Background: an optimization exercise with open tools, aiming at small area, a short achievable clock period and few clock cycles per item. Do not read the settings as production practice.
RTL that was checked went through simulation tests only; none was proved equivalent to the original.
For runs 1, 2, 6 and 7, only the layout was checked, not whether the RTL still works.
Power and IR drop assume default switching activity.

## flow/design.v

```verilog
module mem_write_buffer #(
  parameter int DEPTH       = 4,
  parameter int ADDR_WIDTH  = 32,
  parameter int BLOCK_BITS  = 128,
  parameter int OFFSET_BITS = 4
) (
  input  logic                    clk,
  input  logic                    rst,
  input  logic                    mem_req,
  input  logic                    mem_rw,
  input  logic [ADDR_WIDTH-1:0]   mem_addr,
  input  logic [BLOCK_BITS-1:0]   mem_wdata,
  output logic                    mem_ready,
  output logic                    mem_resp,
  output logic [BLOCK_BITS-1:0]   mem_rdata,
  output logic                    mm_req,
  output logic                    mm_rw,
  output logic [ADDR_WIDTH-1:0]   mm_addr,
  output logic [BLOCK_BITS-1:0]   mm_wdata,
  input  logic                    mm_ready,
  input  logic                    mm_resp,
  input  logic [BLOCK_BITS-1:0]   mm_rdata,
  output logic [$clog2(DEPTH):0]  wb_count
);
  localparam int TW = ADDR_WIDTH - OFFSET_BITS;
  logic [TW-1:0]         tag;      
  logic [BLOCK_BITS-1:0] data;     
  logic                  pend;     
  logic [1:0]            nrd;      
  logic                  rfl;      
  logic                  wfl;      
  logic                  cap_rd;   
  logic                  dfree;    
  logic                  wbc;
  logic accept, take, fill;
  logic pend_n, rfl_n, wfl_n, mm_rw_n, cap_rd_n;
  logic [1:0] nrd_n;
  assign accept = mem_req && mem_ready;
  assign take   = mm_req && mm_ready;
  assign fill   = rfl && mm_resp;
  assign mm_addr   = {tag, {OFFSET_BITS{1'b0}}};
  assign mm_wdata  = data;
  assign mem_rdata = data;
  assign wb_count  = {{$clog2(DEPTH){1'b0}}, wbc};
  always_comb begin
    pend_n   = accept || (pend && !take);
    rfl_n    = (take && !mm_rw) || (rfl && !mm_resp);
    wfl_n    = (take && mm_rw) || (wfl && !mm_resp);
    mm_rw_n  = pend ? mm_rw : mem_rw;
    nrd_n    = nrd + {1'b0, accept && !mem_rw} - {1'b0, fill};
    cap_rd_n = mem_req && !mem_rw && !pend && !accept;
  end
  always_ff @(posedge clk) begin
    if (!pend) begin
      tag   <= mem_addr[ADDR_WIDTH-1:OFFSET_BITS];
      mm_rw <= mem_rw;
    end
    if (dfree || rfl)
      data <= dfree ? mem_wdata : mm_rdata;
  end
  always_ff @(posedge clk or negedge rst) begin
    if (!rst) begin
      pend      <= 1'b0;
      nrd       <= '0;
      rfl       <= 1'b0;
      wfl       <= 1'b0;
      cap_rd    <= 1'b0;
      dfree     <= 1'b0;
      wbc       <= 1'b0;
      mm_req    <= 1'b0;
      mem_ready <= 1'b0;
      mem_resp  <= 1'b0;
    end else begin
      pend      <= pend_n;
      nrd       <= nrd_n;
      rfl       <= rfl_n;
      wfl       <= wfl_n;
      cap_rd    <= cap_rd_n;
      dfree     <= !pend_n && nrd_n == 2'd0;
      wbc       <= pend_n && mm_rw_n;
      mm_req    <= pend_n && !rfl_n && !wfl_n;
      mem_ready <= !pend_n && (nrd_n == 2'd0 || (nrd_n == 2'd1 && cap_rd_n));
      mem_resp  <= (accept && mem_rw) || fill;
    end
  end
endmodule
```

## flow/flow/run.sh

```bash
#!/bin/bash
# The standard layout, with the smallest buffer on every input and output port
# and the pins one routing track apart.
set -euo pipefail
bash standard.sh finish "BUFFER_PORTS_ARGS=-buffer_cell sky130_fd_sc_hd__buf_1" "PLACE_PINS_ARGS=-min_distance 1 -min_distance_in_tracks" > flow_make.log 2>&1
```

## flow/standard.sh

```bash
#!/bin/bash
# synth_recipe.tcl (not shown) runs the flow's synth.tcl, then flattens the netlist and writes it again
# the make line also repeats each setting of config.mk as NAME=value (left out here)
make -C /OpenROAD-flow-scripts/flow DESIGN_CONFIG=/design/flow/config.mk WORK_HOME=/design/flow/orfs CLKGATE_MAP_FILE= SYNTH_SCRIPT=/design/flow/synth_recipe.tcl "${@:-finish}"
```

## flow/config.mk

```make
export PLATFORM = sky130hd
export DESIGN_NAME = mem_write_buffer
export DESIGN_NICKNAME = mem_write_buffer
export VERILOG_FILES = /design/flow/design.v
export SDC_FILE = /design/flow/constraint.sdc
export NUM_CORES = 4
export LEC_CHECK = 0
export ABC_AREA = 1
export CAP_MARGIN = 20
export CORE_AREA = 5 5 115 115
export DIE_AREA = 0 0 120 120
export SETUP_SLACK_MARGIN = 4
export SLEW_MARGIN = 20
```

## flow/constraint.sdc

```tcl
create_clock -name core_clock -period 6.0 [get_ports {clk}]
set_input_delay 1.2000 -clock core_clock [delete_from_list [all_inputs] [get_ports {clk}]]
set_output_delay 1.2000 -clock core_clock [all_outputs]
set_load 0.01 [all_outputs]
```

==> impl_metrics.csv, run 1 <==
group,metric,value,unit
outcome,outcome,"complete, no violations",
floorplanning,floorplan.die.height,120,um
synth,synthMostInstantiatedCell,"sky130_fd_sc_hd__nand2_1",
sta,layout_min_cycle_time,2.26,ns
detailed_routing,detail_route.wirelength,26800,um
worst_setup_path,critical_setup_path_class,"reg -> out",
worst_setup_path,path_delay_family,"flip-flops",
detailed_routing,drt_pre_antenna_iters,5,
finish,num_antenna_cells,0,
sta,max-slew-margin-rel,32.1,%
grt,total_gr_overflow,0,
sta,whs,0.554,ns
floorplanning,core-area,12000,um2
placement,dp.final_hpwl,18300,um
clock_network,clk_pin_slew_worst_paths,0.07,ns
grt,grt_first_pass_wirelength,35500,um
finish,final_std_cell_area_no_fill,10200,um2
worst_setup_path,critical_path_at,1.06,ns
synth,cell_types_occupying_the_most_area_after_synthesis,"sky130_fd_sc_hd__edfxtp_1, sky130_fd_sc_hd__nand2_1, sky130_fd_sc_hd__buf_4",
worst_setup_path,crit_buf_inv,1,
sta,report.final.slew_viol_count,0,
sta,worst_slew_pin_slew,1.02,ns
detailed_routing,drc,0,
detailed_routing,antenna_violating_nets_post_route,0,
synth,synth_area_per_cell,10.4,um2
worst_setup_path,timing.critical_path.from_type,"flip-flop",
synth,syn_inst,755,
finish,area_delta_synth_final,30.3,%
floorplanning,die_w,120,um
detailed_routing,route.detailed.vias_per_inst,5.28,
placement,port-buffer-count,578,
grt,number_of_global_route_vias_before_repair,6634,
power,power_leakage,0.00471,uW
worst_setup_path,reg2regPathDepth,4,
worst_setup_path,cp_cell_sequence,"clkbuf_2",
detailed_routing,wire_per_inst,19.6,um
synth,synth_edf_count,156,
worst_setup_path,slowest_delay,0.46,ns
clock_network,clock_insertion_delay_worst_skew,0.42,ns
placement,globalplace.congestion,0.965,
hold_path,hold_depth,2,
synth,synth_async_sr_flop_share,5.99,%
synth,yosysTopAreaCell,"sky130_fd_sc_hd__edfxtp_1",
detailed_routing,vias,7197,
floorplanning,floorplan.initialDensity,65.5,%
synth,library_cells_used_by_synthesis,18,
synth,yosysSeqAreaShare,63.2,%
detailed_routing,detailedRoute.firstIterationViolations,809,
clock_network,cts_tree,"yes",
synth,synth_largest_type_area_fraction,59.8,%
power,vdd_ir_drop_max,0.000284,V
sta,skew,0.00894,ns
sta,timing.final.ws_setup,3.74,ns
hold_path,hp-class,"reg -> reg",
placement,pre_cts_slack,3.35,ns
clock_network,cts_hold_buf,0,
finish,nNetsFinal,1500,
grt,grt_max_degree,87,
synth,synth_area,7840,um2
worst_setup_path,worst_path_max_delay_cell,"sky130_fd_sc_hd__edfxtp_1",
sta,final.period_utilization,37.7,%
floorplanning,fp.dieArea,14400,um2
sta,totalNegativeSetupSlack,0,ns
synth,synth_top_cells_by_count,"sky130_fd_sc_hd__nand2_1, sky130_fd_sc_hd__edfxtp_1, sky130_fd_sc_hd__buf_4",
sta,timing.final.setup_violations,0,
placement,cell_area_placed,9050,um2
worst_setup_path,path_max_fanout,2,
clock_network,clk_path_buf_depth,2,
clock_network,numClockSinks,167,
grt,antenna_violations_before_repair,0,
worst_setup_path,required,4.80,ns
floorplanning,io_pins,589,
power,power.density_cell_area,522,nW/um2
synth,synth_seq_cells,167,
synth,synth.yosys.warnings,1,
sta,maxClockFrequency,443,MHz
flow_run,max-cap-violations,0,
finish,fin_util,85.4,%
synth,ys_dominant_reg_cell,"sky130_fd_sc_hd__edfxtp_1",
sta,unrepaired_setup_endpoints_after_global_routing,"yes",
floorplanning,placementRows,40,
clock_network,htree_num_levels,4,
finish,fraction_of_final_layout_cells_sized_beyond_drive_strength_1,25.2,%
worst_setup_path,cp_num_cells,1,
worst_setup_path,setup.worst_path.end_class,"output port",
clock_network,cts_inserted_buffers,17,
sta,final_hold_violation_count,0,
clock_network,ctsRootBufferMaster,"sky130_fd_sc_hd__clkbuf_16",
grt,global_route_usage_over_all_layers,33.1,%
[layout by cell type, fill, tap and decap left out, types with 5 or more instances in the layout]
| master | n |
|---|---|
| sky130_fd_sc_hd__inv_1 | 7 |
| sky130_fd_sc_hd__nor2_1 | 5 |
| sky130_fd_sc_hd__nand2_1 | 394 |
| sky130_fd_sc_hd__edfxtp_1 | 156 |
| sky130_fd_sc_hd__bufinv_16 | 5 |
| sky130_fd_sc_hd__buf_6 | 19 |
| sky130_fd_sc_hd__dfrtp_1 | 9 |
| sky130_fd_sc_hd__buf_4 | 5 |
| sky130_fd_sc_hd__buf_2 | 20 |
| sky130_fd_sc_hd__clkbuf_16 | 17 |
| sky130_fd_sc_hd__conb_1 | 6 |
| sky130_fd_sc_hd__clkbuf_2 | 219 |
| sky130_fd_sc_hd__buf_1 | 321 |
[final timing paths]
path	end	slack [ns]	start
max	mem_rdata[26]	3.74	data[26]$_DFFE_PP_
min	pend$_DFF_PN0_	0.55	pend$_DFF_PN0_
max reg2reg	data[0]$_DFFE_PP_	4.10	dfree$_DFF_PN0_
min reg2reg	pend$_DFF_PN0_	0.55	pend$_DFF_PN0_
max in group asynchronous	dfree$_DFF_PN0_	4.80	rst
min in group asynchronous	wbc$_DFF_PN0_	0.75	rst
[stage by stage]
step	power, uW	instances
global placement	3790	1325
global route	5540	1364
CTS	5110	1363
floorplan	3510	760
finish	5330	1364
detailed placement	3820	1325
[repair_timing]
action,4_1_cts,5_1_grt
resized for setup,57,234
buffers inserted,4,1
endpoints found under the hold margin,0,0
setup endpoints to repair,491,377
gates cloned,2,0
pin swaps,1,0
[power by group]
part	switching, uW	total [uW]	internal [uW]
logic	1290	1970	680
clock network	443	1180	737
registers	284	2180	1900
total	2010	5330	3320
[registers in the layout (all words and copies together), names as in the netlist]
| register | count |
|---|---|
| mem_ready | 1 |
| mem_resp | 1 |
| mm_rw | 1 |
| tag | 28 |
| nrd | 2 |
| wfl | 1 |
| mm_req | 1 |
| pend | 1 |
| dfree | 1 |
| data | 128 |
| wbc | 1 |
| rfl | 1 |
[final cells by class]
class	instances	area [um2]
well taps	147	184
clock inverters	13	204
repair buffers	586	2680
fillers	689	1750
clock buffers	19	433
flip-flops and latches	167	4960
multi-input cells	420	1690
inverters	12	62.6
[metal layers]
| metal | track usage, % | vias up | part of all wire, % |
|---|---|---|---|
| met5 | 0 | - | 0 |
| met4 | 22.5 | 0 | 5.9 |
| met3 | 12.9 | 141 | 13 |
| met2 | 54.4 | 626 | 51 |
| met1 | 35.1 | 3255 | 30 |
| li1 | - | 3175 | - |
[cells by family after synthesis]
logic type               count (synthesis)  synth area share, %
AND/OR/NAND/NOR                        406                 19.5
buffers and inverters                  175                 16.6
flip-flops                             167                 63.2
AO/OA/AOI/OAI                            4                0.287
adder cells (fa/ha/maj)                  2                0.319
other                                    1               0.0478
==> inputs of run 2 (changes only) <==
--- a/flow/config.mk
+++ b/flow/config.mk
@@ -8,6 +8,6 @@
 export ABC_AREA = 1
 export CAP_MARGIN = 20
-export CORE_AREA = 5 5 115 115
-export DIE_AREA = 0 0 120 120
+export CORE_AREA = 5 5 145 145
+export DIE_AREA = 0 0 150 150
 export SETUP_SLACK_MARGIN = 4
 export SLEW_MARGIN = 20
==> impl_metrics.csv, run 2 <==
group,metric,value,unit
finish,largest_registers,"data: 128 flops, tag: 28 flops, nrd: 2 flops",
power,power.density_cell_area,499,nW/um2
detailed_routing,m1WireLength,8550,um
synth,synth_seq_cells,167,
synth,synth.yosys.warnings,1,
sta,timing.final.setup_violations,0,
placement,placed_cells,1442,
synth,yosysTopAreaCell,"sky130_fd_sc_hd__edfxtp_1",
clock_network,htree_num_levels,4,
worst_setup_path,setup.worst_path.end_class,"output port",
synth,yosysSeqAreaShare,63.2,%
floorplanning,placementRows,51,
detailed_routing,vias,6605,
floorplanning,io_pins,589,
outcome,outcome,"complete, no violations",
synth,synth_async_sr_flop_share,5.99,%
detailed_routing,wire_per_inst,16.6,um
placement,globalplace.congestion,0.856,
grt,number_of_global_route_vias_before_repair,6308,
floorplanning,core-area,19400,um2
detailed_routing,antenna_violating_nets_post_route,0,
worst_setup_path,slowest_delay,0.45,ns
sta,maxClockFrequency,449,MHz
finish,mostFrequentLayoutCell,"sky130_fd_sc_hd__nand2_1",
worst_setup_path,worst_path_max_delay_cell,"sky130_fd_sc_hd__edfxtp_1",
power,design_power_total,5090,uW
power,power_leakage,0.00466,uW
finish,fraction_of_final_layout_cells_sized_beyond_drive_strength_1,25.7,%
finish,fin_cells,1478,
clock_network,cts_tree,"yes",
sta,unrepaired_setup_endpoints_after_global_routing,"yes",
grt,global_route_usage_over_all_layers,19.4,%
clock_network,clock_insertion_delay_worst_skew,0.42,ns
sta,layout_min_cycle_time,2.23,ns
placement,port-buffer-count,578,
clock_network,ctsRootBufferMaster,"sky130_fd_sc_hd__clkbuf_16",
sta,totalNegativeSetupSlack,0,ns
worst_setup_path,critical_path_at,1.03,ns
detailed_routing,detailedRoute.firstIterationViolations,325,
synth,synth_largest_type_area_fraction,59.8,%
finish,registers.top_by_ff_count,"data",
clock_network,cts_hold_buf,0,
clock_network,clk_pin_slew_worst_paths,0.06,ns
finish,largest_register_ffs,128,
worst_setup_path,required,4.80,ns
sta,skew,0.0174,ns
synth,syn_inst,755,
synth,cell_types_occupying_the_most_area_after_synthesis,"sky130_fd_sc_hd__edfxtp_1, sky130_fd_sc_hd__nand2_1, sky130_fd_sc_hd__buf_4",
synth,synthMostInstantiatedCell,"sky130_fd_sc_hd__nand2_1",
grt,antenna_violations_before_repair,0,
detailed_routing,drc,0,
worst_setup_path,path_max_fanout,2,
detailed_routing,drt_pre_antenna_iters,5,
finish,area_delta_synth_final,30.2,%
worst_setup_path,timing.critical_path.from_type,"flip-flop",
worst_setup_path,cp_cell_sequence,"clkbuf_2",
detailed_routing,met3WireLength,2570,um
clock_network,numClockSinks,167,
synth,ys_dominant_reg_cell,"sky130_fd_sc_hd__edfxtp_1",
power,vdd_ir_drop_max,0.000251,V
worst_setup_path,crit_buf_inv,1,
flow_run,max-cap-violations,0,
floorplanning,fp.dieArea,22500,um2
finish,nNetsFinal,1497,
sta,max-slew-margin-rel,28.6,%
finish,final_cell_mix,"sky130_fd_sc_hd__nand2_1, sky130_fd_sc_hd__buf_1, sky130_fd_sc_hd__clkbuf_2",
detailed_routing,met2RoutedLength,12600,um
synth,synth_edf_count,156,
floorplanning,floorplan.initialDensity,40.4,%
floorplanning,die_w,150,um
grt,grt_first_pass_wirelength,33200,um
sta,final.period_utilization,37.1,%
synth,synth_top_cells_by_count,"sky130_fd_sc_hd__nand2_1, sky130_fd_sc_hd__edfxtp_1, sky130_fd_sc_hd__buf_4",
worst_setup_path,path_delay_family,"flip-flops",
floorplanning,floorplan.die.height,150,um
clock_network,clk_path_buf_depth,2,
synth,synth_area_per_cell,10.4,um2
hold_path,hp-class,"reg -> reg",
clock_network,cts_inserted_buffers,17,
synth,synth_area,7840,um2
placement,dp.final_hpwl,17900,um
grt,grt_max_degree,73,
sta,whs,0.533,ns
finish,num_antenna_cells,0,
sta,final_hold_violation_count,0,
worst_setup_path,critical_setup_path_class,"reg -> out",
detailed_routing,route.detailed.vias_per_inst,4.47,
sta,report.final.slew_viol_count,0,
synth,library_cells_used_by_synthesis,18,
grt,total_gr_overflow,0,
detailed_routing,detail_route.wirelength,24500,um
detailed_routing,top_layer_used,"met4",
sta,worst_slew_pin_slew,1.07,ns
==> run 2: final timing paths <==
check | startpoint | slack, ns | end | cells past startpoint
worst min-delay path | pend$_DFF_PN0_ | 0.53 | pend$_DFF_PN0_ | 2
max in group asynchronous | rst | 4.86 | dfree$_DFF_PN0_ | 1
worst max-delay path | data[77]$_DFFE_PP_ | 3.77 | mem_rdata[77] | 1
worst max register to register | dfree$_DFF_PN0_ | 4.12 | data[9]$_DFFE_PP_ | 2
worst min register to register | pend$_DFF_PN0_ | 0.53 | pend$_DFF_PN0_ | 2
min in group asynchronous | rst | 0.73 | wfl$_DFF_PN0_ | 1
==> run 2: what timing repair did <==
action | 4_1_cts | 5_1_grt
cloned | 1 | 0
setup endpoints to repair | 492 | 362
gates resized for setup | 27 | 256
buffers inserted | 3 | 1
pin swaps | 1 | 0
==> run 2: layout make-up <==
type	instances	area [um2]
Fill cell	1822	9200
Sequential cell	167	4960
Timing Repair Buffer	584	2610
Multi-Input combinational cell	419	1680
Clock buffer	19	433
Tap cell	265	332
Clock inverter	12	123
Inverter	12	65.1
==> run 2: per-stage QoR <==
stage	area (um2)	utilization, %	worst slack [ns]
after floorplan	7910	-	3.84
after global placement	9190	47.4	3.28
after detailed placement	9190	47.4	3.31
after CTS	9860	50.8	3.74
after global routing	10200	52.6	3.73
final	10200	52.6	3.77
==> run 2: cell families (layout without fill, tap and decap cells) <==
group	Yosys count	after routing	share of synthesized area [%]
fa+ha+maj	2	2	0.319
simple gates	406	407	19.5
other cells	1	6	0.0478
flops	167	167	63.2
compound gates	4	4	0.287
buf+inv	175	627	16.6
==> run 2: metal layers <==
layer / GRT usage [%] / up-vias
met5: 0 / -
met4: 9.52 / 0
met3: 6.42 / 58
met2: 33.9 / 416
met1: 21.1 / 2965
li1: - / 3166
==> run 2: where the power goes <==
part	internal, uW	total, uW	switching (uW)
sequential	1900	2170	272
combinational	644	1870	1230
clock	577	1040	465
total	3120	5090	1960
==> run 2: worst min-delay path: stages (launching register included) <==
cell and delay (ns):
sky130_fd_sc_hd__dfrtp_1 0.37, sky130_fd_sc_hd__nand2_1 0.06, sky130_fd_sc_hd__nand2_1 0.07
==> inputs of run 3 (changes only) <==
--- a/flow/design.v
+++ b/flow/design.v
@@ -57,5 +57,5 @@
     end
     if (dfree || rfl)
-      data <= dfree ? mem_wdata : mm_rdata;
+      data <= (mem_wdata & {BLOCK_BITS{dfree}}) | (mm_rdata & {BLOCK_BITS{rfl}});
   end
   always_ff @(posedge clk or negedge rst) begin
--- a/flow/config.mk
+++ b/flow/config.mk
@@ -10,4 +10,3 @@
 export CORE_AREA = 5 5 145 145
 export DIE_AREA = 0 0 150 150
-export SETUP_SLACK_MARGIN = 4
 export SLEW_MARGIN = 20
==> impl_metrics.csv, run 3 <==
group,metric,value,unit
power,pwr-share-seq,44.8,%
synth,synth_top_cells_by_count,"sky130_fd_sc_hd__edfxtp_1, sky130_fd_sc_hd__buf_4, sky130_fd_sc_hd__a22o_1",
clock_network,ctsRootBufferMaster,"sky130_fd_sc_hd__clkbuf_16",
worst_setup_path,required,6.05,ns
synth,syn_inst,499,
detailed_routing,drc,0,
synth,synth_largest_type_area_fraction,61.9,%
sta,max-slew-margin-rel,31.5,%
worst_setup_path,critical_path.reg2reg.endpoint,"data[18]$_DFFE_PP_",
power,vdd_ir_drop_max,0.000248,V
power,clock_network_power_share,21.4,%
sta,report.final.slew_viol_count,0,
power,intPower,3120,uW
clock_network,clk_path_buf_depth,2,
worst_setup_path,critical_setup_path_class,"reg -> reg",
grt,global_route_usage_over_all_layers,17.8,%
detailed_routing,detailedRoute.firstIterationViolations,290,
detailed_routing,detail_route.wirelength,22300,um
worst_setup_path,timing.critical_path.from_type,"flip-flop",
sta,worst_slew_pin_slew,1.02,ns
clock_network,cts_hold_buf,0,
floorplanning,io_pins,589,
floorplanning,floorplan.die.height,150,um
placement,pre_cts_slack,3.24,ns
finish,mostFrequentLayoutCell,"sky130_fd_sc_hd__buf_1",
power,power_switching,1920,uW
synth,yosysTopAreaCell,"sky130_fd_sc_hd__edfxtp_1",
finish,largest_register_ffs,128,
grt,antenna_violations_before_repair,0,
synth,synthMostInstantiatedCell,"sky130_fd_sc_hd__edfxtp_1",
finish,largest_registers,"data: 128 flops, tag: 28 flops, nrd: 2 flops",
clock_network,clk_pin_slew_worst_paths,0.07,ns
worst_setup_path,worstSetupStartpoint,"rfl$_DFF_PN0_",
floorplanning,core-area,19400,um2
finish,fin_cells,1219,
flow_run,max-cap-violations,0,
clock_network,cts_inserted_buffers,17,
worst_setup_path,path_delay_family,"flip-flops",
worst_setup_path,r2r_start,"rfl$_DFF_PN0_",
worst_setup_path,cp_num_cells,2,
grt,total_gr_overflow,0,
detailed_routing,antenna_violating_nets_post_route,0,
finish,final_cell_mix,"sky130_fd_sc_hd__buf_1, sky130_fd_sc_hd__edfxtp_1, sky130_fd_sc_hd__a22o_1",
placement,cell_area_placed,8830,um2
outcome,outcome,"complete, no violations",
worst_setup_path,reg2regPathDepth,2,
finish,registers.top_by_ff_count,"data",
grt,grt_max_degree,106,
floorplanning,fp.dieArea,22500,um2
power,p_sw_share,38.1,%
floorplanning,placementRows,51,
floorplanning,die_w,150,um
clock_network,cts_tree,"yes",
worst_setup_path,worst_path_max_delay_cell,"sky130_fd_sc_hd__dfrtp_4",
sta,final_hold_violation_count,0,
hold_path,hp-class,"reg -> reg",
sta,layout_min_cycle_time,2.69,ns
grt,grt_first_pass_wirelength,30100,um
placement,placed_cells,1187,
placement,globalplace.congestion,0.825,
finish,area_delta_synth_final,24.4,%
synth,synth.yosys.warnings,1,
clock_network,cts-resized-gates,0,
sta,unrepaired_setup_endpoints_after_global_routing,"no",
placement,port-buffer-count,578,
worst_setup_path,setup.worst_path.end_class,"flip-flop",
clock_network,htree_num_levels,4,
worst_setup_path,critical_path_at,2.74,ns
clock_network,clock_insertion_delay_worst_skew,0.42,ns
power,power_leakage,0.00322,uW
worst_setup_path,crit_buf_inv,1,
synth,synth_area,7570,um2
grt,number_of_global_route_vias_before_repair,5597,
finish,fin_util,48.5,%
sta,skew,0.0101,ns
hold_path,hold_crit_start,"nrd[0]$_DFF_PN0_",
finish,num_antenna_cells,0,
synth,cell_types_occupying_the_most_area_after_synthesis,"sky130_fd_sc_hd__edfxtp_1, sky130_fd_sc_hd__a22o_1, sky130_fd_sc_hd__buf_4",
clock_network,cts_post_setup_buffers_inserted,0,
sta,final.period_utilization,44.8,%
sta,timing.final.setup_violations,0,
synth,synth_seq_cells,167,
finish,nNetsFinal,1237,
worst_setup_path,slowest_delay,0.96,ns
sta,maxClockFrequency,372,MHz
finish,final_std_cell_area_no_fill,9420,um2
worst_setup_path,cp_cell_sequence,"or2_4 -> buf_4",
clock_network,numClockSinks,167,
power,power.density_cell_area,535,nW/um2
worst_setup_path,path_max_fanout,75,
detailed_routing,drt_pre_antenna_iters,5,
worst_setup_path,worstSetupEndpoint,"data[18]$_DFFE_PP_",
floorplanning,floorplan.initialDensity,39.0,%
sta,timing.final.ws_setup,3.31,ns
detailed_routing,wire_per_inst,18.3,um
synth,synth_area_per_cell,15.2,um2
placement,dp.final_hpwl,17200,um
worst_setup_path,regToRegSetupSlack,3.31,ns
detailed_routing,route.detailed.vias_per_inst,4.76,
synth,synth_edf_count,156,
sta,totalNegativeSetupSlack,0,ns
synth,library_cells_used_by_synthesis,20,
finish,fraction_of_final_layout_cells_sized_beyond_drive_strength_1,4.09,%
synth,synth_async_sr_flop_share,5.99,%
synth,ys_dominant_reg_cell,"sky130_fd_sc_hd__edfxtp_1",
detailed_routing,vias,5803,
power,power.combinational.fraction,33.8,%
synth,yosysSeqAreaShare,65.5,%
## run 3: cell count changes in the layout (fill, tap and decap cells not counted), sizes merged
cell,previous run,this run
clkbuf,266,20
clkinv,2,4
a22o,0,128
clkinvlp,5,3
nand2,396,10
or2,0,1
bufinv,1,2
buf,337,582
inv,16,14
## run 3: cell type report
| cell class | instances | area (um2) |
|---|---|---|
| inverter | 11 | 41.3 |
| multi-input combinational | 162 | 1300 |
| timing repair buffer | 582 | 2200 |
| sequential | 167 | 4960 |
| clock inverter | 12 | 143 |
| clock buffer | 20 | 437 |
| fill | 1799 | 9980 |
| tap | 265 | 332 |
## run 3: metrics by stage
step                      total power (uW)  hold WS [ns]
after global placement                3970         0.514
after detailed placement              3990         0.513
after global routing                  5290         0.552
final                                 5040         0.526
after floorplan                       3680         0.484
after CTS                             5080         0.531
## run 3: layer usage
| metal | wire length, um | up-vias | GRT usage, % |
|---|---|---|---|
| li1 | - | 2645 | - |
| met1 | 7650 | 2658 | 19.2 |
| met5 | 0 | - | 0 |
| met4 | 1140 | 0 | 10.7 |
| met2 | 11100 | 416 | 29.9 |
| met3 | 2400 | 84 | 6.45 |
## run 3: worst min path at each step
stage,endpoint,slack [ns],cells after the start
after global placement,nrd[0]$_DFF_PN0_,0.51,1
after CTS,pend$_DFF_PN0_,0.53,2
after global routing,nrd[0]$_DFF_PN0_,0.55,1
after detailed placement,pend$_DFF_PN0_,0.51,2
final,nrd[0]$_DFF_PN0_,0.53,1
after floorplan,pend$_DFF_PN0_,0.48,2
## run 3: logic make-up (layout without fill, tap and decap cells)
group | after synthesis | in the layout | share of synthesized area (%)
adder cells (fa/ha/maj) | 2 | 2 | 0.331
other | 1 | 6 | 0.0496
buffers and inverters | 175 | 625 | 17.7
AO/OA/AOI/OAI | 132 | 132 | 15.2
flip-flops | 167 | 167 | 65.5
AND/OR/NAND/NOR | 22 | 22 | 1.29
## run 3: power by group through the flow
stage	Sequential [uW]	Clock [uW]	Combinational, uW
floorplan	2380	0	1300
global placement	2270	0	1700
detailed placement	2270	0	1710
CTS	2260	1100	1720
global route	2300	1150	1840
finish	2260	1080	1700
Testbench counts of run 3, summed over its fixed seeds: cycles 251,719, items 48,000.
==> inputs of run 4 (changes only) <==
==> flow/flow/run.sh (replaced) <==
#!/bin/bash
# The standard layout, with the smallest buffer on every input and output port,
# the pins one routing track apart, and clock nets on default-width wiring (so
# the clock pin can sit one track from its neighbours).
set -euo pipefail
bash standard.sh finish \
  "BUFFER_PORTS_ARGS=-buffer_cell sky130_fd_sc_hd__buf_1" \
  "PLACE_PINS_ARGS=-min_distance 1 -min_distance_in_tracks" \
  "CTS_ARGS=-sink_clustering_enable -repair_clock_nets -apply_ndr none" \
  > flow_make.log 2>&1
--- a/flow/config.mk
+++ b/flow/config.mk
@@ -10,3 +10,4 @@
 export CORE_AREA = 5 5 145 145
 export DIE_AREA = 0 0 150 150
+export SETUP_SLACK_MARGIN = 3.7
 export SLEW_MARGIN = 20
==> impl_metrics.csv, run 4 <==
group,metric,value,unit
worst_setup_path,critical_setup_path_class,"reg -> out",
finish,largest_registers,"data: 128 flops, tag: 28 flops, nrd: 2 flops",
sta,skew,0.00622,ns
sta,maxClockFrequency,441,MHz
floorplanning,placementRows,51,
grt,antenna_violations_before_repair,1,
finish,nNetsFinal,1238,
hold_path,hp-class,"reg -> reg",
finish,num_antenna_cells,0,
clock_network,cts_hold_buf,0,
finish,final_cell_mix,"sky130_fd_sc_hd__buf_1, sky130_fd_sc_hd__edfxtp_1, sky130_fd_sc_hd__a22o_1",
floorplanning,floorplan.initialDensity,39.0,%
floorplanning,floorplan.die.height,150,um
power,power.density_cell_area,534,nW/um2
grt,number_of_global_route_vias_before_repair,5602,
floorplanning,core-area,19400,um2
grt,total_gr_overflow,0,
grt,grt_first_pass_wirelength,31400,um
grt,grt_max_degree,78,
sta,unrepaired_setup_endpoints_after_global_routing,"yes",
worst_setup_path,r2r_start,"rfl$_DFF_PN0_",
detailed_routing,vias,5841,
detailed_routing,detailedRoute.firstIterationViolations,297,
synth,synth_largest_type_area_fraction,61.9,%
sta,layout_min_cycle_time,2.27,ns
clock_network,cts_post_setup_buffers_inserted,0,
worst_setup_path,crit_buf_inv,1,
clock_network,cts_inserted_buffers,17,
synth,ys_dominant_reg_cell,"sky130_fd_sc_hd__edfxtp_1",
worst_setup_path,worst_path_max_delay_cell,"sky130_fd_sc_hd__edfxtp_1",
hold_path,hold_depth,1,
floorplanning,fp.dieArea,22500,um2
placement,port-buffer-count,578,
finish,mostFrequentLayoutCell,"sky130_fd_sc_hd__buf_1",
sta,totalNegativeSetupSlack,0,ns
synth,synth_top_cells_by_count,"sky130_fd_sc_hd__edfxtp_1, sky130_fd_sc_hd__buf_4, sky130_fd_sc_hd__a22o_1",
sta,final.period_utilization,37.8,%
sta,final_hold_violation_count,0,
worst_setup_path,slowest_delay,0.48,ns
detailed_routing,route.detailed.vias_per_inst,4.79,
clock_network,htree_num_levels,4,
hold_path,hold_crit_start,"nrd[0]$_DFF_PN0_",
hold_path,hold-path-endpoint,"nrd[0]$_DFF_PN0_",
power,vdd_ir_drop_max,0.000222,V
detailed_routing,detail_route.wirelength,23100,um
outcome,outcome,"complete, no violations",
synth,yosysTopAreaCell,"sky130_fd_sc_hd__edfxtp_1",
floorplanning,die_w,150,um
synth,synth_area_per_cell,15.2,um2
power,power_leakage,0.00320,uW
detailed_routing,drt_pre_antenna_iters,5,
worst_setup_path,regToRegSetupSlack,3.84,ns
floorplanning,io_pins,589,
placement,dp.final_hpwl,17600,um
detailed_routing,wire_per_inst,19.0,um
grt,global_route_usage_over_all_layers,17.8,%
finish,fin_cells,1220,
clock_network,numClockSinks,167,
clock_network,clk_path_buf_depth,2,
worst_setup_path,reg2regPathDepth,1,
flow_run,max-cap-violations,0,
detailed_routing,antenna_violating_nets_post_route,0,
sta,worst_slew_pin_slew,1.01,ns
placement,globalplace.congestion,0.887,
sta,max-slew-margin-rel,32.1,%
synth,synth_seq_cells,167,
worst_setup_path,critical_path_at,1.07,ns
sta,timing.final.setup_violations,0,
synth,synth_async_sr_flop_share,5.99,%
finish,registers.top_by_ff_count,"data",
clock_network,cts_tree,"yes",
worst_setup_path,path_delay_family,"flip-flops",
worst_setup_path,required,4.80,ns
synth,cell_types_occupying_the_most_area_after_synthesis,"sky130_fd_sc_hd__edfxtp_1, sky130_fd_sc_hd__a22o_1, sky130_fd_sc_hd__buf_4",
finish,fillCellCount,1815,
synth,syn_inst,499,
worst_setup_path,setup.worst_path.end_class,"output port",
sta,report.final.slew_viol_count,0,
finish,fraction_of_final_layout_cells_sized_beyond_drive_strength_1,4.19,%
placement,placed_cells,1186,
clock_network,ctsRootBufferMaster,"sky130_fd_sc_hd__clkbuf_16",
clock_network,clk_pin_slew_worst_paths,0.06,ns
worst_setup_path,critical_path.reg2reg.endpoint,"data[90]$_DFFE_PP_",
finish,multi_input_area,1310,um2
synth,synthMostInstantiatedCell,"sky130_fd_sc_hd__edfxtp_1",
synth,library_cells_used_by_synthesis,20,
finish,seqCellArea,4960,um2
detailed_routing,drc,0,
worst_setup_path,cp_num_cells,1,
synth,synth_edf_count,156,
synth,synth.yosys.warnings,1,
worst_setup_path,path_max_fanout,2,
synth,synth_area,7570,um2
synth,yosysSeqAreaShare,65.5,%
clock_network,clock_insertion_delay_worst_skew,0.42,ns
worst_setup_path,cp_cell_sequence,"buf_1",
worst_setup_path,timing.critical_path.from_type,"flip-flop",
finish,largest_register_ffs,128,
finish,area_delta_synth_final,24.2,%
run 4: cell counts after synthesis:
No cell type changed its count.
run 4: worst max path at each step:
stage | slack (ns) | startpoint | to
floorplan | 3.77 | mem_rw | mem_ready$_DFF_PN0_
global placement | 3.06 | dfree$_DFF_PN0_ | data[47]$_DFFE_PP_
detailed placement | 3.04 | rfl$_DFF_PN0_ | data[0]$_DFFE_PP_
CTS | 3.68 | data[120]$_DFFE_PP_ | mem_rdata[120]
global route | 3.66 | data[120]$_DFFE_PP_ | mm_wdata[120]
finish | 3.73 | data[120]$_DFFE_PP_ | mm_wdata[120]
run 4: area by class of cell:
type	count	share of cell area, %
clock inverter	13	1.30
clock buffer	19	4.61
tap	265	3.53
sequential	167	52.8
multi-input combinational	164	13.9
inverter	11	0.439
timing repair buffer	581	23.4
run 4: kinds of logic after synthesis:
kind of cell             share of synthesized area, %
flip-flops                                       65.5
buffers and inverters                            17.7
other                                          0.0496
adder cells (fa/ha/maj)                         0.331
AO/OA/AOI/OAI                                    15.2
AND/OR/NAND/NOR                                  1.29
run 4: metrics by stage:
step	util [%]	power, uW	hold slack (ns)	setup WS (ns)	instance area [um2]
after floorplan	-	3670	0.484	3.77	7590
after global placement	45.5	3980	0.516	3.06	8820
after detailed placement	45.5	3990	0.514	3.04	8820
after CTS	48.4	5060	0.533	3.68	9400
after global routing	48.4	5280	0.570	3.66	9400
final	48.4	5020	0.544	3.73	9400
run 4: power by group:
group	leakage (uW)	internal, uW	switching, uW
clock	0.000251	576	464
sequential	0.00166	1940	322
combinational	0.00130	560	1160
total	0.00320	3070	1940
run 4: repair_timing:
action,CTS,global route
pin swaps,1,0
gates resized for setup,1,0
setup endpoints to repair,57,2
gates cloned,2,0
run 4: layer usage:
layer  wire [um]  GRT usage [%]  vias up  share of wire, %
met5           7              0        -             0.030
met4         471           3.29        2               2.0
met3        2850           5.48       39                12
met2       11200           31.2      403                48
met1        8640           21.9     2748                37
li1            -              -     2649                 -
==> inputs of run 5 (changes only) <==
==> flow/flow/run.sh (replaced) <==
#!/bin/bash
# The standard layout, with:
# - the smallest buffer on every input and output port;
# - the pins one routing track apart, and the pins of each data bit
#   (mem_wdata, mm_rdata, mem_rdata, mm_wdata) and of each address bit
#   (mem_addr, mm_addr) placed next to each other;
# - clock nets on default-width wiring, so the clock pin can sit one track
#   from its neighbours.
set -euo pipefail
groups=""
for i in $(seq 0 127); do
  groups+=" -group_pins {mem_wdata[$i] mm_rdata[$i] mem_rdata[$i] mm_wdata[$i]}"
done
for i in $(seq 4 31); do
  groups+=" -group_pins {mem_addr[$i] mm_addr[$i]}"
done
bash standard.sh finish \
  "BUFFER_PORTS_ARGS=-buffer_cell sky130_fd_sc_hd__buf_1" \
  "PLACE_PINS_ARGS=-min_distance 1 -min_distance_in_tracks$groups" \
  "CTS_ARGS=-sink_clustering_enable -repair_clock_nets -apply_ndr none" \
  > flow_make.log 2>&1
==> impl_metrics.csv, run 5 <==
group,metric,value,unit
placement,globalplace.congestion,0.758,
finish,largest_register_ffs,128,
synth,yosys.area_share.xor_xnor,0,%
synth,syn_inst,499,
worst_setup_path,critical_path.reg2reg.endpoint,"data[123]$_DFFE_PP_",
finish,registers.top_by_ff_count,"data",
power,intPower,3140,uW
power,power_switching,1900,uW
finish,largest_registers,"data: 128 flops, tag: 28 flops, nrd: 2 flops",
synth,synth_top_cells_by_count,"sky130_fd_sc_hd__edfxtp_1, sky130_fd_sc_hd__buf_4, sky130_fd_sc_hd__a22o_1",
synth,yosysTopAreaCell,"sky130_fd_sc_hd__edfxtp_1",
floorplanning,floorplan.initialDensity,39.0,%
clock_network,ctsRootBufferMaster,"sky130_fd_sc_hd__clkbuf_16",
grt,grt_first_pass_wirelength,28400,um
synth,yosys.area_share.adder,0.331,%
power,pwr-share-seq,44.1,%
grt,antenna_violations_before_repair,0,
hold_path,hp-class,"reg -> reg",
synth,yosys.area_share.simple,1.29,%
sta,totalNegativeSetupSlack,0,ns
placement,port-buffer-count,578,
power,power.combinational.fraction,34.1,%
finish,num_antenna_cells,0,
synth,synth_largest_type_area_fraction,61.9,%
power,clock_network_power_share,21.7,%
grt,total_gr_overflow,0,
clock_network,htree_num_levels,4,
worst_setup_path,setup.worst_path.end_class,"output port",
sta,whs,0.532,ns
clock_network,cts_hold_buf,0,
sta,skew,0.0103,ns
placement,dp.final_hpwl,15100,um
worst_setup_path,path_delay_family,"flip-flops",
grt,number_of_global_route_vias_before_repair,5324,
sta,worst_slew_pin_slew,0.809,ns
worst_setup_path,path_max_fanout,2,
detailed_routing,route.detailed.vias_per_inst,4.65,
synth,yosysSeqAreaShare,65.5,%
finish,fillCellCount,1752,
floorplanning,placementRows,51,
finish,final_cell_mix,"sky130_fd_sc_hd__buf_1, sky130_fd_sc_hd__edfxtp_1, sky130_fd_sc_hd__a22o_1",
synth,synth.yosys.warnings,1,
worst_setup_path,required,4.80,ns
outcome,outcome,"complete, no violations",
detailed_routing,detailedRoute.firstIterationViolations,320,
floorplanning,floorplan.die.height,150,um
detailed_routing,detail_route.wirelength,20700,um
power,power_leakage,0.00325,uW
worst_setup_path,cp_cell_sequence,"buf_1",
clock_network,clock_insertion_delay_worst_skew,0.42,ns
synth,synth_area_per_cell,15.2,um2
sta,unrepaired_setup_endpoints_after_global_routing,"no",
sta,max-slew-margin-rel,46.1,%
worst_setup_path,worstSetupEndpoint,"mm_wdata[111]",
worst_setup_path,reg2regPathDepth,2,
synth,synth_edf_count,156,
sta,final.period_utilization,36.8,%
synth,synth_async_sr_flop_share,5.99,%
finish,fraction_of_final_layout_cells_sized_beyond_drive_strength_1,4.49,%
floorplanning,fp.dieArea,22500,um2
synth,synthMostInstantiatedCell,"sky130_fd_sc_hd__edfxtp_1",
worst_setup_path,cp_num_cells,1,
detailed_routing,vias,5688,
worst_setup_path,slowest_delay,0.43,ns
synth,synth_compound_gate_area_share,15.2,%
worst_setup_path,worst_path_max_delay_cell,"sky130_fd_sc_hd__edfxtp_1",
worst_setup_path,critical_setup_path_class,"reg -> out",
sta,maxClockFrequency,453,MHz
detailed_routing,antenna_violating_nets_post_route,0,
synth,ys_dominant_reg_cell,"sky130_fd_sc_hd__edfxtp_1",
sta,timing.final.setup_violations,0,
power,power.density_cell_area,533,nW/um2
flow_run,max-cap-violations,0,
grt,grt_max_degree,77,
finish,area_delta_synth_final,25.1,%
synth,library_cells_used_by_synthesis,20,
clock_network,numClockSinks,167,
floorplanning,die_w,150,um
worst_setup_path,timing.critical_path.from_type,"flip-flop",
clock_network,clk_path_buf_depth,2,
clock_network,cts_tree,"yes",
finish,mostFrequentLayoutCell,"sky130_fd_sc_hd__buf_1",
detailed_routing,drc,0,
grt,global_route_usage_over_all_layers,15.7,%
floorplanning,core-area,19400,um2
clock_network,cts_inserted_buffers,17,
power,vdd_ir_drop_max,0.000245,V
worst_setup_path,crit_buf_inv,1,
floorplanning,io_pins,589,
detailed_routing,drt_pre_antenna_iters,4,
finish,nNetsFinal,1240,
sta,layout_min_cycle_time,2.21,ns
power,p_sw_share,37.7,%
synth,synth_area,7570,um2
clock_network,clk_pin_slew_worst_paths,0.06,ns
sta,report.final.slew_viol_count,0,
synth,cell_types_occupying_the_most_area_after_synthesis,"sky130_fd_sc_hd__edfxtp_1, sky130_fd_sc_hd__a22o_1, sky130_fd_sc_hd__buf_4",
worst_setup_path,critical_path_at,1.01,ns
detailed_routing,wire_per_inst,16.9,um
worst_setup_path,r2r_start,"dfree$_DFF_PN0_",
sta,final_hold_violation_count,0,
synth,muxShareOfSynthArea,0,%
synth,synth_top_family_by_area,"buffers and inverters",
synth,synth_seq_cells,167,
worst_setup_path,regToRegSetupSlack,3.95,ns
worst_setup_path,worstSetupStartpoint,"data[111]$_DFFE_PP_",
run 5: kinds of logic (layout without fill, tap and decap cells):
group,after synthesis,count (layout)
compound gates,132,132
flops,167,167
other cells,1,6
simple gates,22,23
fa+ha+maj,2,2
buf+inv,175,627
run 5: how the worst min path moves through the flow:
stage	endpoint	startpoint	cells after the start	slack, ns
3_5_place_dp	pend$_DFF_PN0_	pend$_DFF_PN0_	2	0.52
2_1_floorplan	pend$_DFF_PN0_	pend$_DFF_PN0_	2	0.48
6_report	nrd[0]$_DFF_PN0_	nrd[0]$_DFF_PN0_	1	0.53
4_1_cts	pend$_DFF_PN0_	pend$_DFF_PN0_	2	0.53
3_3_place_gp	pend$_DFF_PN0_	pend$_DFF_PN0_	2	0.51
5_1_grt	nrd[0]$_DFF_PN0_	nrd[0]$_DFF_PN0_	1	0.57
run 5: per-layer routing:
layer  part of all wire (%)  vias to the layer above  track usage (%)
li1                       -                     2650                -
met1                     39                     2582             21.7
met2                     45                      411             24.8
met3                     13                       43             3.82
met4                    2.4                        2             3.61
met5                   0.33                        -             2.27
run 5: cell type report:
class	instances	area (um2)	area share, %
sequential	167	4960	52.4
inverter	11	41.3	0.436
timing repair buffer	584	2240	23.7
clock inverter	12	143	1.51
tap	265	332	3.50
multi-input combinational	163	1300	13.8
clock buffer	20	447	4.72
run 5: per-stage QoR:
stage,instance area (um2),std cells,util (%),worst slack [ns],total power [uW]
3_5_place_dp,8830,1187,45.5,3.44,3940
5_1_grt,9470,1222,48.8,3.72,5320
3_3_place_gp,8830,1187,45.5,3.41,3950
4_1_cts,9450,1221,48.7,3.77,5070
6_report,9470,1222,48.8,3.79,5050
2_1_floorplan,7590,504,-,3.77,3670
run 5: power groups by stage:
stage	logic, uW	clock network [uW]	registers, uW
2_1_floorplan	1300	0	2370
3_3_place_gp	1680	0	2260
3_5_place_dp	1670	0	2260
4_1_cts	1720	1120	2240
5_1_grt	1870	1180	2280
6_report	1720	1100	2230
run 5: timing repair:
item                       CTS  global route
pin swaps                    1             0
setup endpoints to repair   87            76
buffers inserted             1             0
cloned                       1             0
resized for setup            0             2
==> inputs of run 6 (changes only) <==
--- a/flow/design.v
+++ b/flow/design.v
@@ -27,16 +27,17 @@
   logic [BLOCK_BITS-1:0] data;     
   logic                  pend;     
-  logic [1:0]            nrd;      
+  logic                  rd1;      
+  logic                  rd2;      
   logic                  rfl;      
   logic                  wfl;      
-  logic                  cap_rd;   
   logic                  dfree;    
   logic                  wbc;
-  logic accept, take, fill;
-  logic pend_n, rfl_n, wfl_n, mm_rw_n, cap_rd_n;
-  logic [1:0] nrd_n;
+  logic accept, acc_rd, take, fill, cap_rd;
+  logic pend_n, rd0_n, rd1_n, rd2_n, rfl_n, wfl_n, mm_rw_n;
   assign accept = mem_req && mem_ready;
+  assign acc_rd = accept && !mem_rw;
   assign take   = mm_req && mm_ready;
   assign fill   = rfl && mm_resp;
+  assign cap_rd = mem_req && !mem_rw && !pend && !accept;
   assign mm_addr   = {tag, {OFFSET_BITS{1'b0}}};
   assign mm_wdata  = data;
@@ -44,10 +45,11 @@
   assign wb_count  = {{$clog2(DEPTH){1'b0}}, wbc};
   always_comb begin
-    pend_n   = accept || (pend && !take);
-    rfl_n    = (take && !mm_rw) || (rfl && !mm_resp);
-    wfl_n    = (take && mm_rw) || (wfl && !mm_resp);
-    mm_rw_n  = pend ? mm_rw : mem_rw;
-    nrd_n    = nrd + {1'b0, accept && !mem_rw} - {1'b0, fill};
-    cap_rd_n = mem_req && !mem_rw && !pend && !accept;
+    pend_n  = accept || (pend && !take);
+    rd1_n   = (!rd1 && !rd2 && acc_rd) || (rd1 && (acc_rd == fill)) || (rd2 && fill);
+    rd2_n   = (rd1 && acc_rd && !fill) || (rd2 && !fill);
+    rd0_n   = !rd1_n && !rd2_n;
+    rfl_n   = (take && !mm_rw) || (rfl && !mm_resp);
+    wfl_n   = (take && mm_rw) || (wfl && !mm_resp);
+    mm_rw_n = pend ? mm_rw : mem_rw;
   end
   always_ff @(posedge clk) begin
@@ -62,8 +64,8 @@
     if (!rst) begin
       pend      <= 1'b0;
-      nrd       <= '0;
+      rd1       <= 1'b0;
+      rd2       <= 1'b0;
       rfl       <= 1'b0;
       wfl       <= 1'b0;
-      cap_rd    <= 1'b0;
       dfree     <= 1'b0;
       wbc       <= 1'b0;
@@ -73,12 +75,12 @@
     end else begin
       pend      <= pend_n;
-      nrd       <= nrd_n;
+      rd1       <= rd1_n;
+      rd2       <= rd2_n;
       rfl       <= rfl_n;
       wfl       <= wfl_n;
-      cap_rd    <= cap_rd_n;
-      dfree     <= !pend_n && nrd_n == 2'd0;
+      dfree     <= !pend_n && rd0_n;
       wbc       <= pend_n && mm_rw_n;
       mm_req    <= pend_n && !rfl_n && !wfl_n;
-      mem_ready <= !pend_n && (nrd_n == 2'd0 || (nrd_n == 2'd1 && cap_rd_n));
+      mem_ready <= !pend_n && (rd0_n || (rd1_n && cap_rd));
       mem_resp  <= (accept && mem_rw) || fill;
     end
==> impl_metrics.csv, run 6 <==
group,metric,value,unit
placement,dp.final_hpwl,15600,um
synth,cell_types_occupying_the_most_area_after_synthesis,"sky130_fd_sc_hd__edfxtp_1, sky130_fd_sc_hd__a22o_1, sky130_fd_sc_hd__buf_4",
synth,synth_compound_gate_area_share,15.4,%
power,power_leakage,0.00318,uW
detailed_routing,vias,5727,
grt,groute.layer.met1.usage,21.0,%
floorplanning,placementRows,51,
finish,nNetsFinal,1233,
grt,grtUsageMet3,4.51,%
synth,yosys.area_share.simple,1.34,%
sta,layout_min_cycle_time,2.20,ns
hold_path,hp-class,"reg -> reg",
worst_setup_path,crit_buf_inv,1,
sta,skew,0.00722,ns
synth,ys_dominant_reg_cell,"sky130_fd_sc_hd__edfxtp_1",
sta,maxClockFrequency,454,MHz
worst_setup_path,cp_num_cells,1,
finish,final_cell_mix,"sky130_fd_sc_hd__buf_1, sky130_fd_sc_hd__edfxtp_1, sky130_fd_sc_hd__a22o_1",
synth,synth_edf_count,156,
power,design_power_total,5260,uW
detailed_routing,antenna_violating_nets_post_route,0,
power,intPower,3190,uW
floorplanning,fp.dieArea,22500,um2
synth,muxShareOfSynthArea,0,%
synth,synth_top_cells_by_count,"sky130_fd_sc_hd__edfxtp_1, sky130_fd_sc_hd__buf_4, sky130_fd_sc_hd__a22o_1",
synth,synth.yosys.warnings,1,
worst_setup_path,critical_path_at,1.00,ns
clock_network,cts_inserted_buffers,17,
placement,pre_cts_slack,3.02,ns
grt,grt_max_degree,72,
floorplanning,die_w,150,um
power,clock_network_power_share,19.0,%
synth,yosys.area_share.xor_xnor,0,%
synth,library_cells_used_by_synthesis,22,
worst_setup_path,reg2regPathDepth,2,
worst_setup_path,setup.worst_path.end_class,"output port",
power,pwr-share-seq,44.8,%
detailed_routing,drc,0,
synth,yosysTopAreaCell,"sky130_fd_sc_hd__edfxtp_1",
placement,port-buffer-count,578,
worst_setup_path,required,4.80,ns
worst_setup_path,path_delay_family,"flip-flops",
grt,total_gr_overflow,0,
synth,synth_top_family_by_area,"buffers and inverters",
sta,timing.final.setup_violations,0,
detailed_routing,drt_pre_antenna_iters,4,
finish,fillCellCount,1751,
grt,busiest_layer,"met2",
grt,global_route_usage_over_all_layers,16.0,%
clock_network,numClockSinks,167,
power,power_switching,2070,uW
clock_network,htree_num_levels,4,
sta,report.final.slew_viol_count,0,
synth,synth_area_per_cell,15.1,um2
detailed_routing,detail_route.wirelength,21100,um
synth,syn_inst,494,
synth,yosysSeqAreaShare,66.3,%
floorplanning,floorplan.die.height,150,um
finish,area_delta_synth_final,25.4,%
synth,synth_async_sr_flop_share,5.99,%
sta,totalNegativeSetupSlack,0,ns
synth,synthMostInstantiatedCell,"sky130_fd_sc_hd__edfxtp_1",
synth,synth_seq_cells,167,
power,p_sw_share,39.3,%
worst_setup_path,worst_path_max_delay_cell,"sky130_fd_sc_hd__edfxtp_1",
finish,num_antenna_cells,0,
floorplanning,io_pins,589,
sta,timing.final.ws_setup,3.80,ns
power,vdd_ir_drop_max,0.000211,V
sta,final_hold_violation_count,0,
synth,synth_area,7470,um2
power,power.combinational.fraction,36.2,%
clock_network,cts_hold_buf,0,
grt,number_of_global_route_vias_before_repair,5328,
clock_network,clock_insertion_delay_worst_skew,0.41,ns
clock_network,clk_pin_slew_worst_paths,0.06,ns
sta,worst_slew_pin_slew,0.859,ns
hold_path,hold_depth,2,
flow_run,max-cap-violations,0,
finish,largest_registers,"data: 128 flops, tag: 28 flops",
outcome,outcome,"complete, no violations",
placement,cell_area_placed,8800,um2
grt,globalRouteMet2Util,25.6,%
worst_setup_path,critical_setup_path_class,"reg -> out",
worst_setup_path,cp_cell_sequence,"buf_1",
grt,antenna_violations_before_repair,0,
placement,globalplace.congestion,0.804,
synth,yosys.area_share.adder,0,%
worst_setup_path,timing.critical_path.from_type,"flip-flop",
sta,unrepaired_setup_endpoints_after_global_routing,"no",
finish,mostFrequentLayoutCell,"sky130_fd_sc_hd__buf_1",
detailed_routing,route.detailed.vias_per_inst,4.71,
grt,grt_first_pass_wirelength,29000,um
floorplanning,core-area,19400,um2
synth,synth_largest_type_area_fraction,62.7,%
power,power.density_cell_area,561,nW/um2
sta,max-slew-margin-rel,42.7,%
floorplanning,floorplan.initialDensity,38.5,%
sta,final.period_utilization,36.7,%
finish,final_std_cell_area_no_fill,9370,um2
detailed_routing,detailedRoute.firstIterationViolations,267,
clock_network,clk_path_buf_depth,2,
finish,fraction_of_final_layout_cells_sized_beyond_drive_strength_1,4.41,%
finish,largest_register_ffs,128,
finish,registers.top_by_ff_count,"data",
detailed_routing,wire_per_inst,17.3,um
worst_setup_path,regToRegSetupSlack,3.94,ns
clock_network,ctsRootBufferMaster,"sky130_fd_sc_hd__clkbuf_16",
worst_setup_path,path_max_fanout,2,
clock_network,cts_tree,"yes",
worst_setup_path,slowest_delay,0.43,ns
run 6: cells by family (layout without fill, tap and decap cells):
family / Yosys count / in the layout
flip-flops: 167 / 167
other: 1 / 6
AO/OA/AOI/OAI: 133 / 133
buffers and inverters: 172 / 623
AND/OR/NAND/NOR: 21 / 23
run 6: final timing paths:
kind,start,to
worst max-delay path,data[50]$_DFFE_PP_,mem_rdata[50]
min in group asynchronous,rst,rd2$_DFF_PN0_
worst min register to register,rd2$_DFF_PN0_,rd2$_DFF_PN0_
worst max register to register,dfree$_DFF_PN0_,data[32]$_DFFE_PP_
worst min-delay path,rd2$_DFF_PN0_,rd2$_DFF_PN0_
max in group asynchronous,rst,dfree$_DFF_PN0_
run 6: power by group through the flow:
stage / clock (uW) / sequential [uW] / combinational, uW
2_1_floorplan: 0 / 2500 / 1430
3_3_place_gp: 0 / 2390 / 1860
3_5_place_dp: 0 / 2400 / 1860
4_1_cts: 1030 / 2360 / 1910
5_1_grt: 1080 / 2420 / 2060
6_report: 997 / 2360 / 1900
run 6: metrics by stage:
stage | hold slack [ns] | utilization (%) | std cells
after floorplan | 0.468 | - | 499
after global placement | 0.496 | 45.4 | 1182
after detailed placement | 0.505 | 45.4 | 1182
after CTS | 0.523 | 48.3 | 1216
after global routing | 0.536 | 48.3 | 1217
final | 0.515 | 48.3 | 1217
run 6: what timing repair did:
action	4_1_cts	5_1_grt
setup endpoints to repair	62	62
pin swaps	1	1
setup buffers	1	0
gates resized for setup	2	0
gates cloned	1	1
run 6: cell type report:
class	instances	area (um2)	area share (%)
Inverter	9	33.8	0.361
Clock buffer	20	437	4.66
Sequential cell	167	4960	53.0
Timing Repair Buffer	582	2220	23.7
Clock inverter	12	93.8	1.00
Multi-Input combinational cell	162	1290	13.8
Tap cell	265	332	3.54
run 6: layer usage:
layer  vias to the layer above  routed length (um)
li1                       2636                   -
met1                      2618                8040
met2                       416                9550
met3                        55                2700
met4                         2                 748
met5                         -                  60
==> inputs of run 7 (changes only) <==
--- a/flow/flow/run.sh
+++ b/flow/flow/run.sh
@@ -18,4 +18,4 @@
   "BUFFER_PORTS_ARGS=-buffer_cell sky130_fd_sc_hd__buf_1" \
   "PLACE_PINS_ARGS=-min_distance 1 -min_distance_in_tracks$groups" \
-  "CTS_ARGS=-sink_clustering_enable -repair_clock_nets -apply_ndr none" \
+  "CTS_ARGS=-sink_clustering_enable -repair_clock_nets -apply_ndr none -sink_clustering_size 40 -sink_clustering_max_diameter 100" \
   > flow_make.log 2>&1
==> impl_metrics.csv, run 7 <==
group,metric,value,unit
clock_network,clk_path_buf_depth,2,
clock_network,numClockSinks,167,
worst_setup_path,path_max_fanout,2,
synth,yosysTopAreaCell,"sky130_fd_sc_hd__edfxtp_1",
flow_run,max-cap-violations,0,
sta,timing.final.setup_violations,0,
sta,maxClockFrequency,454,MHz
worst_setup_path,path_delay_family,"flip-flops",
placement,placed_cells,1182,
power,clock_network_power_share,19.0,%
synth,synth_async_sr_flop_share,5.99,%
floorplanning,core-area,19400,um2
detailed_routing,drc,0,
placement,globalplace.congestion,0.804,
placement,port-buffer-count,578,
power,intPower,3190,uW
placement,cell_area_placed,8800,um2
synth,synth_largest_type_area_fraction,62.7,%
clock_network,cts_tree,"yes",
grt,grt_first_pass_wirelength,29000,um
sta,report.final.slew_viol_count,0,
outcome,outcome,"complete, no violations",
sta,max-slew-margin-rel,42.7,%
worst_setup_path,critical_path_at,1.00,ns
finish,num_antenna_cells,0,
synth,synth_edf_count,156,
placement,dp.final_hpwl,15600,um
floorplanning,fp.dieArea,22500,um2
detailed_routing,drt_pre_antenna_iters,4,
worst_setup_path,worst_path_max_delay_cell,"sky130_fd_sc_hd__edfxtp_1",
power,vdd_ir_drop_max,0.000211,V
synth,synth_seq_cells,167,
floorplanning,io_pins,589,
worst_setup_path,cp_cell_sequence,"buf_1",
synth,yosysSeqAreaShare,66.3,%
finish,fraction_of_final_layout_cells_sized_beyond_drive_strength_1,4.41,%
floorplanning,die_w,150,um
synth,synth_area_per_cell,15.1,um2
synth,synth.yosys.warnings,1,
sta,unrepaired_setup_endpoints_after_global_routing,"no",
clock_network,clk_pin_slew_worst_paths,0.06,ns
worst_setup_path,slowest_delay,0.43,ns
grt,antenna_violations_before_repair,0,
detailed_routing,detailedRoute.firstIterationViolations,267,
finish,final_cell_mix,"sky130_fd_sc_hd__buf_1, sky130_fd_sc_hd__edfxtp_1, sky130_fd_sc_hd__a22o_1",
worst_setup_path,required,4.80,ns
detailed_routing,detail_route.wirelength,21100,um
sta,skew,0.00722,ns
synth,syn_inst,494,
detailed_routing,vias,5727,
sta,worst_slew_pin_slew,0.859,ns
finish,fin_cells,1217,
clock_network,cts_inserted_buffers,17,
hold_path,hp-class,"reg -> reg",
synth,synthMostInstantiatedCell,"sky130_fd_sc_hd__edfxtp_1",
clock_network,htree_num_levels,4,
finish,nNetsFinal,1233,
synth,library_cells_used_by_synthesis,22,
grt,number_of_global_route_vias_before_repair,5328,
clock_network,ctsRootBufferMaster,"sky130_fd_sc_hd__clkbuf_16",
detailed_routing,antenna_violating_nets_post_route,0,
worst_setup_path,critical_setup_path_class,"reg -> out",
finish,area_delta_synth_final,25.4,%
finish,fillCellCount,1751,
sta,totalNegativeSetupSlack,0,ns
synth,ys_dominant_reg_cell,"sky130_fd_sc_hd__edfxtp_1",
power,power_leakage,0.00318,uW
power,power.combinational.fraction,36.2,%
power,power_switching,2070,uW
detailed_routing,route.detailed.vias_per_inst,4.71,
grt,total_gr_overflow,0,
grt,global_route_usage_over_all_layers,16.0,%
clock_network,cts_hold_buf,0,
worst_setup_path,timing.critical_path.from_type,"flip-flop",
sta,final_hold_violation_count,0,
sta,layout_min_cycle_time,2.20,ns
worst_setup_path,setup.worst_path.end_class,"output port",
power,pwr-share-seq,44.8,%
finish,registers.top_by_ff_count,"data",
sta,final.period_utilization,36.7,%
worst_setup_path,crit_buf_inv,1,
synth,synth_area,7470,um2
finish,largest_registers,"data: 128 flops, tag: 28 flops",
power,p_sw_share,39.3,%
synth,cell_types_occupying_the_most_area_after_synthesis,"sky130_fd_sc_hd__edfxtp_1, sky130_fd_sc_hd__a22o_1, sky130_fd_sc_hd__buf_4",
floorplanning,placementRows,51,
floorplanning,floorplan.die.height,150,um
power,power.density_cell_area,561,nW/um2
synth,synth_top_cells_by_count,"sky130_fd_sc_hd__edfxtp_1, sky130_fd_sc_hd__buf_4, sky130_fd_sc_hd__a22o_1",
grt,grt_max_degree,72,
detailed_routing,wire_per_inst,17.3,um
finish,largest_register_ffs,128,
clock_network,clock_insertion_delay_worst_skew,0.41,ns
finish,mostFrequentLayoutCell,"sky130_fd_sc_hd__buf_1",
floorplanning,floorplan.initialDensity,38.5,%
finish,final_std_cell_area_no_fill,9370,um2
## run 7: worst register-to-register path: cells and delay by family (launching register included)
family / cells / cell delay [ns]
buffers and inverters: 1 / 0.43
DFF: 1 / 0.82
and+or+nand+nor: 1 / 0.41
## run 7: layout make-up
cell class | instances | area (um2) | area share, %
Sequential cell | 167 | 4960 | 53.0
Timing Repair Buffer | 582 | 2220 | 23.7
Multi-Input combinational cell | 162 | 1290 | 13.8
Clock buffer | 20 | 437 | 4.66
Tap cell | 265 | 332 | 3.54
Clock inverter | 12 | 93.8 | 1.00
Inverter | 9 | 33.8 | 0.361
## run 7: power by group through the flow
stage / Clock [uW] / Sequential [uW] / Combinational [uW]
floorplan: 0 / 2500 / 1430
global placement: 0 / 2390 / 1860
detailed placement: 0 / 2400 / 1860
CTS: 1030 / 2360 / 1910
global route: 1080 / 2420 / 2060
finish: 997 / 2360 / 1900
## run 7: final timing paths
check,start,endpoint,slack (ns),cells after the start
worst max register to register,dfree$_DFF_PN0_,data[32]$_DFFE_PP_,3.94,2
min in group asynchronous,rst,rd2$_DFF_PN0_,0.75,1
max in group asynchronous,rst,dfree$_DFF_PN0_,4.84,1
worst min-delay path,rd2$_DFF_PN0_,rd2$_DFF_PN0_,0.52,2
worst max-delay path,data[50]$_DFFE_PP_,mem_rdata[50],3.80,1
worst min register to register,rd2$_DFF_PN0_,rd2$_DFF_PN0_,0.52,2
## run 7: layer usage
metal	part of all wire [%]	global-route usage, %	wire length, um
met1	38	21.0	8040
met2	45	25.6	9550
met3	13	4.51	2700
met4	3.5	5.44	748
met5	0.28	2.05	60
## run 7: through the flow
stage | setup WS (ns) | util, % | hold slack [ns] | power (uW)
2_1_floorplan | 4.04 | - | 0.468 | 3930
3_3_place_gp | 2.99 | 45.4 | 0.496 | 4250
3_5_place_dp | 3.02 | 45.4 | 0.505 | 4250
4_1_cts | 3.71 | 48.3 | 0.523 | 5300
5_1_grt | 3.75 | 48.3 | 0.536 | 5550
6_report | 3.80 | 48.3 | 0.515 | 5260
## run 7: timing repair
action	CTS	global route
setup buffers	1	0
endpoints found under the hold margin	0	0
setup endpoints to repair	62	62
pin swaps	1	1
resized for setup	2	0
gates cloned	1	1
## run 7: cell families (layout without fill, tap and decap cells)
| kind of cell | Yosys count | count (layout) | synth area share [%] |
|---|---|---|---|
| and+or+nand+nor | 21 | 23 | 1.34 |
| DFF | 167 | 167 | 66.3 |
| buffers and inverters | 172 | 623 | 16.9 |
| AOI/OAI and AO/OA | 133 | 133 | 15.4 |
| other | 1 | 6 | 0.0502 |

port drivers added, routing unchanged:
The flow's constraints put no driver on any port. The routed layouts listed below were extracted and timed again, unchanged, in two steps.
Step 1, drivers: a clkbuf_16 drives clk and a buf_2 each remaining input, both assumed.
Step 2 also shifts input and output timing later by t, the mid clock arrival at the registers, as if the neighbouring blocks saw the same clock.
a / b / c = ideal ports / drivers / drivers and shift; a / b = the first two.
| run | shift t [ns] | setup slack, ns | worst setup path at the end |
|---|---|---|---|
| run 1 | 0.461 | 3.741 / 3.699 / 3.587 | input to register |
| run 2 | 0.453 | 3.772 / 3.731 / 3.579 | input to register |
| run 3 | 0.450 | 3.312 / 3.312 / 3.312 | register to register |
| run 4 | 0.455 | 3.735 / 3.693 / 3.537 | input to register |
| run 5 | 0.452 | 3.793 / 3.754 / 3.569 | input to register |
| run 6 | 0.448 | 3.798 / 3.759 / 3.944 | register to register |
| run 7 | 0.448 | 3.798 / 3.759 / 3.944 | register to register |
After both steps every run listed still meets setup and hold. For run 5, which loses most, drivers alone change the setup slack by -0.039 ns; drivers and shift together by -0.224 ns.
